Context: an optimization exercise on an open-source flow, tuned for small area, a short achievable clock period and few clock cycles per item. The choices shown serve that exercise and are no tape-out recipe.
Function was checked by simulation only, so behaviour that the tests miss may differ from the original.
Power and IR drop assume default switching activity.

==> flow/design.v <==
package stream_merge_pkg;
    typedef logic [64-1:0] in_word_t;
    typedef logic [32-1:0] out_half_t;
    typedef logic chan_id_t;  
    typedef struct packed {
        chan_id_t  chan;     
        logic      hi_half;  
        out_half_t data;
    } merge_beat_t;
endpackage
module dual_stream_merge (
    input  logic                                 clk_i,
    input  logic                                 rst_n_i,
    input  logic [1:0]                           wr_valid_i,
    input  logic [2*64-1:0]            wr_data_i,   
    output logic [1:0]                           wr_ready_o,
    output logic [2*($clog2(16)+1)-1:0] wr_free_o,  
    input  logic                                 out_ready_i,
    output logic                                 out_valid_o,
    output logic [32+1:0]             out_beat_o   
);
    localparam int W  = 64;
    localparam int H  = 32;
    localparam int D  = 16;
    localparam int AW = $clog2(16);
    localparam int FW = AW + 1;
    logic         ov_q;    
    logic         oc_q;    
    logic [1:0]   lo_q;    
    logic         ovo_q;
    logic         oco_q;
    logic         oho_q;
    logic [H-1:0] odo_q;
    logic [D-1:0]  wsel_q [2];  
    logic [D-1:0]  rsel_q [2];  
    logic [FW-1:0] free_q [2];  
    logic [1:0]    rdy_q;       
    logic [1:0]    ne_q;        
    logic [1:0]    one_q;       
    logic [1:0]    top_q;       
    logic [FW-1:0] freeo_q [2];  
    logic [1:0]    rdyo_q;       
    logic [D-1:0]  rsel_n [2];
    logic [D-1:0]  s_q [2][2];  
    logic [W-1:0] mem [2][D];
    logic       load;    
    logic       cont;    
    logic       nsel;    
    logic       nval;    
    logic [1:0] push;
    logic [1:0] adv;     
    logic [H-1:0] nd;
    logic [1:0]   ne_n;
    logic [1:0]   lo_n;
    logic         oc_n;
    function automatic logic [FW-1:0] inc(input logic [FW-1:0] x);
        for (int k = 0; k < FW; k++) begin
            inc[k] = x[k] ^ ((x & FW'((1 << k) - 1)) == FW'((1 << k) - 1));
        end
    endfunction
    function automatic logic [FW-1:0] dec(input logic [FW-1:0] x);
        for (int k = 0; k < FW; k++) begin
            dec[k] = x[k] ^ (~|(x & FW'((1 << k) - 1)));
        end
    endfunction
    assign load = !ov_q || out_ready_i;
    assign cont = lo_q[0] || lo_q[1];
    always_comb begin
        if (ne_q[0] && ne_q[1]) begin
            nsel = !oc_q;
        end else begin
            nsel = ne_q[1];
        end
    end
    assign nval = cont || ne_q[0] || ne_q[1];
    for (genvar c = 0; c < 2; c++) begin : g_chan
        logic [FW-1:0] free_n;
        logic          rdy_n, one_n, top_n;
        logic [FW-1:0] freeo_n;
        logic          rdyo_n;
        logic [D-1:0]  wsel_n;
        assign push[c] = wr_valid_i[c] && rdy_q[c];
        assign adv[c]  = out_ready_i && lo_q[c];
        always_comb begin
            free_n = free_q[c];
            rdy_n  = rdy_q[c];
            ne_n[c] = ne_q[c];
            one_n  = one_q[c];
            top_n  = top_q[c];
            if (push[c] && !adv[c]) begin
                free_n = dec(free_q[c]);
                rdy_n  = !one_q[c];
                ne_n[c] = 1'b1;
                one_n  = free_q[c] == FW'(2);
                top_n  = free_q[c] == FW'(D);
            end else if (adv[c] && !push[c]) begin
                free_n = inc(free_q[c]);
                rdy_n  = 1'b1;
                ne_n[c] = !top_q[c];
                one_n  = !rdy_q[c];
                top_n  = free_q[c] == FW'(D-2);
            end
        end
        logic [FW-1:0] freeo;
        assign freeo = freeo_q[c] ^ {1'b1, {FW-1{1'b0}}};
        always_comb begin
            freeo_n = freeo;
            rdyo_n  = !rdyo_q[c];
            if (push[c] && !adv[c]) begin
                freeo_n = dec(freeo);
                rdyo_n  = freeo != FW'(1);
            end else if (adv[c] && !push[c]) begin
                freeo_n = inc(freeo);
                rdyo_n  = 1'b1;
            end
        end
        always_comb begin
            if (!rdy_q[c]) begin
                wsel_n = adv[c] ? rsel_q[c] : '0;
            end else if (push[c]) begin
                wsel_n = rdy_n ? {wsel_q[c][D-2:0], wsel_q[c][D-1]} : '0;
            end else begin
                wsel_n = wsel_q[c];
            end
        end
        always_ff @(posedge clk_i or negedge rst_n_i) begin
            if (!rst_n_i) begin
                free_q[c]  <= FW'(D);
                rdy_q[c]   <= 1'b1;
                ne_q[c]    <= 1'b0;
                one_q[c]   <= 1'b0;
                top_q[c]   <= 1'b0;
                freeo_q[c] <= '0;
                rdyo_q[c]  <= 1'b0;
                wsel_q[c]  <= D'(1);
                rsel_q[c]  <= D'(1);
            end else begin
                free_q[c]  <= free_n;
                rdy_q[c]   <= rdy_n;
                ne_q[c]    <= ne_n[c];
                one_q[c]   <= one_n;
                top_q[c]   <= top_n;
                freeo_q[c] <= freeo_n ^ {1'b1, {FW-1{1'b0}}};
                rdyo_q[c]  <= !rdyo_n;
                wsel_q[c]  <= wsel_n;
                rsel_q[c]  <= rsel_n[c];
            end
        end
        assign rsel_n[c] = adv[c] ? {rsel_q[c][D-2:0], rsel_q[c][D-1]} : rsel_q[c];
        for (genvar i = 0; i < D; i++) begin : g_ent
            always_ff @(posedge clk_i) begin
                if (wsel_q[c][i]) begin
                    mem[c][i] <= wr_data_i[c*W +: W];
                end
            end
        end
        assign wr_ready_o[c]         = !rdyo_q[c];
        assign wr_free_o[c*FW +: FW] = freeo;
    end
    always_comb begin
        lo_n = lo_q;
        oc_n = oc_q;
        if (load) begin
            lo_n = '0;
            if (!cont && nval) begin
                oc_n = nsel;
                lo_n = {nsel, !nsel};
            end
        end
    end
    logic cont_n, nsel_n;
    assign cont_n = lo_n[0] || lo_n[1];
    assign nsel_n = (ne_n[0] && ne_n[1]) ? !oc_n : ne_n[1];
    always_ff @(posedge clk_i) begin
        for (int c = 0; c < 2; c++) begin
            s_q[c][1] <= rsel_n[c] & {D{lo_n[c]}};
            s_q[c][0] <= rsel_n[c] & {D{!cont_n && (nsel_n == c)}};
        end
    end
    always_comb begin
        nd = odo_q & {H{!load}};
        for (int c = 0; c < 2; c++) begin
            for (int h = 0; h < 2; h++) begin
                for (int i = 0; i < D; i++) begin
                    nd = nd | (mem[c][i][h*H +: H] & {H{s_q[c][h][i] && load}});
                end
            end
        end
    end
    always_ff @(posedge clk_i or negedge rst_n_i) begin
        if (!rst_n_i) begin
            ov_q  <= 1'b0;
            oc_q  <= 1'b1;  
            lo_q  <= '0;
            ovo_q <= 1'b0;
            oco_q <= 1'b0;
            oho_q <= 1'b0;
        end else begin
            if (load) begin
                ov_q <= nval;
            end
            lo_q <= lo_n;
            oc_q <= oc_n;
            if (!ovo_q || out_ready_i) begin
                ovo_q <= nval;
                if (cont) begin
                    oho_q <= 1'b1;
                end else if (nval) begin
                    oho_q <= 1'b0;
                    oco_q <= nsel;
                end
            end
        end
    end
    always_ff @(posedge clk_i) begin
        odo_q <= nd;
    end
    assign out_valid_o = ovo_q;
    assign out_beat_o  = {oco_q, oho_q, odo_q};
endmodule
export LEC_CHECK = 0
export CAP_MARGIN = 20
export CORE_MARGIN = 2
export CORE_UTILIZATION = 60
export CTS_CLUSTER_DIAMETER = 100
export CTS_CLUSTER_SIZE = 30
export SETUP_SLACK_MARGIN = 2.5
export SLEW_MARGIN = 20
export TNS_END_PERCENT = 5
create_clock -name core_clock -period 4.5 [get_ports {clk_i}]
run.sh (not shown) runs the stock make flow with config.mk's settings and CLKGATE_MAP_FILE= SYNTH_SCRIPT=/design/flow/synth_recipe.tcl, a recipe that flattens the netlist after the stock synthesis.
The first run completed without violations.
Testbench counts at the start, summed over its fixed seeds: cycles 6,160, beats 6,144.
Edit:
--- a/flow/design.v
+++ b/flow/design.v
@@ -29,12 +29,13 @@
     logic [1:0]   lo_q;    
     logic         ovo_q;
     logic         oco_q;
     logic         oho_q;
     logic [H-1:0] odo_q;
     logic [D-1:0]  wsel_q [2];  
+    logic [D-1:0]  wselh_q [2];  
     logic [D-1:0]  rsel_q [2];  
     logic [FW-1:0] free_q [2];  
     logic [1:0]    rdy_q;       
     logic [1:0]    ne_q;        
     logic [1:0]    one_q;       
     logic [1:0]    top_q;       
@@ -75,13 +76,13 @@
     assign nval = cont || ne_q[0] || ne_q[1];
     for (genvar c = 0; c < 2; c++) begin : g_chan
         logic [FW-1:0] free_n;
         logic          rdy_n, one_n, top_n;
         logic [FW-1:0] freeo_n;
         logic          rdyo_n;
-        logic [D-1:0]  wsel_n;
+        logic [D-1:0]  wsel_n, wselh_n;
         assign push[c] = wr_valid_i[c] && rdy_q[c];
         assign adv[c]  = out_ready_i && lo_q[c];
         always_comb begin
             free_n = free_q[c];
             rdy_n  = rdy_q[c];
             ne_n[c] = ne_q[c];
@@ -120,40 +121,54 @@
             end else if (push[c]) begin
                 wsel_n = rdy_n ? {wsel_q[c][D-2:0], wsel_q[c][D-1]} : '0;
             end else begin
                 wsel_n = wsel_q[c];
             end
         end
+        always_comb begin
+            if (!rdy_q[c]) begin
+                wselh_n = adv[c] ? rsel_q[c] : '0;
+            end else if (push[c]) begin
+                wselh_n = rdy_n ? {wselh_q[c][D-2:0], wselh_q[c][D-1]} : '0;
+            end else begin
+                wselh_n = wselh_q[c];
+            end
+        end
         always_ff @(posedge clk_i or negedge rst_n_i) begin
             if (!rst_n_i) begin
                 free_q[c]  <= FW'(D);
                 rdy_q[c]   <= 1'b1;
                 ne_q[c]    <= 1'b0;
                 one_q[c]   <= 1'b0;
                 top_q[c]   <= 1'b0;
                 freeo_q[c] <= '0;
                 rdyo_q[c]  <= 1'b0;
                 wsel_q[c]  <= D'(1);
+                wselh_q[c] <= D'(1);
                 rsel_q[c]  <= D'(1);
             end else begin
                 free_q[c]  <= free_n;
                 rdy_q[c]   <= rdy_n;
                 ne_q[c]    <= ne_n[c];
                 one_q[c]   <= one_n;
                 top_q[c]   <= top_n;
                 freeo_q[c] <= freeo_n ^ {1'b1, {FW-1{1'b0}}};
                 rdyo_q[c]  <= !rdyo_n;
                 wsel_q[c]  <= wsel_n;
+                wselh_q[c] <= wselh_n;
                 rsel_q[c]  <= rsel_n[c];
             end
         end
         assign rsel_n[c] = adv[c] ? {rsel_q[c][D-2:0], rsel_q[c][D-1]} : rsel_q[c];
         for (genvar i = 0; i < D; i++) begin : g_ent
             always_ff @(posedge clk_i) begin
                 if (wsel_q[c][i]) begin
-                    mem[c][i] <= wr_data_i[c*W +: W];
+                    mem[c][i][H-1:0] <= wr_data_i[c*W +: H];
+                end
+                if (wselh_q[c][i]) begin
+                    mem[c][i][W-1:H] <= wr_data_i[c*W+H +: H];
                 end
             end
         end
         assign wr_ready_o[c]         = !rdyo_q[c];
         assign wr_free_o[c*FW +: FW] = freeo;
     end
The new run finished clean.
Cell count rises by 2.3%.
Hold slack got worse by 0.094 ns.
Final area rises by 2.0%.
Synthesized area rises by 1.7%.
Sequential power barely changes.
Global-route usage rises by 5.6 points.
Power rises by 1.8%.
Die area rises by 1.7%.
Clock skew falls by 0.016 ns.
First-iteration DRC count rises by 12%.
Utilization rises by 0.32 points.
Testbench counts after the change, summed over its fixed seeds: cycles 6,160, beats 6,144.

[re-timing with driven ports]
How much do the figures lean on ideal ports? The routed layouts below were timed once more, with nothing changed but the port constraints. Step 1 assumes that a clkbuf_16 drives the clock port and a buf_2 every other input. Step 2 times the ports against the registers' clock, not the clock port: input delays grow and output delays shrink by t, the midpoint of the rising clock arrivals with the driver on. Three values: ideal, step 1, step 2; two values: the first two.
| run | t, ns | setup WS [ns] | worst setup path at the end | latest minus earliest clock arrival (ns) | slew at the worst register clock pin (ns) |
|---|---|---|---|---|---|
| the first run | 0.833 | 2.110 / 2.110 / 1.612 | input to register | 0.043 / 0.042 | 0.12 / 0.12 |
| the second run | 0.845 | 2.132 / 2.132 / 1.538 | input to register | 0.039 / 0.039 | 0.12 / 0.12 |
After both steps every run listed still meets setup and hold. For the second run, which loses most, drivers alone change the setup slack by 0.000 ns; drivers and shift together by -0.594 ns.
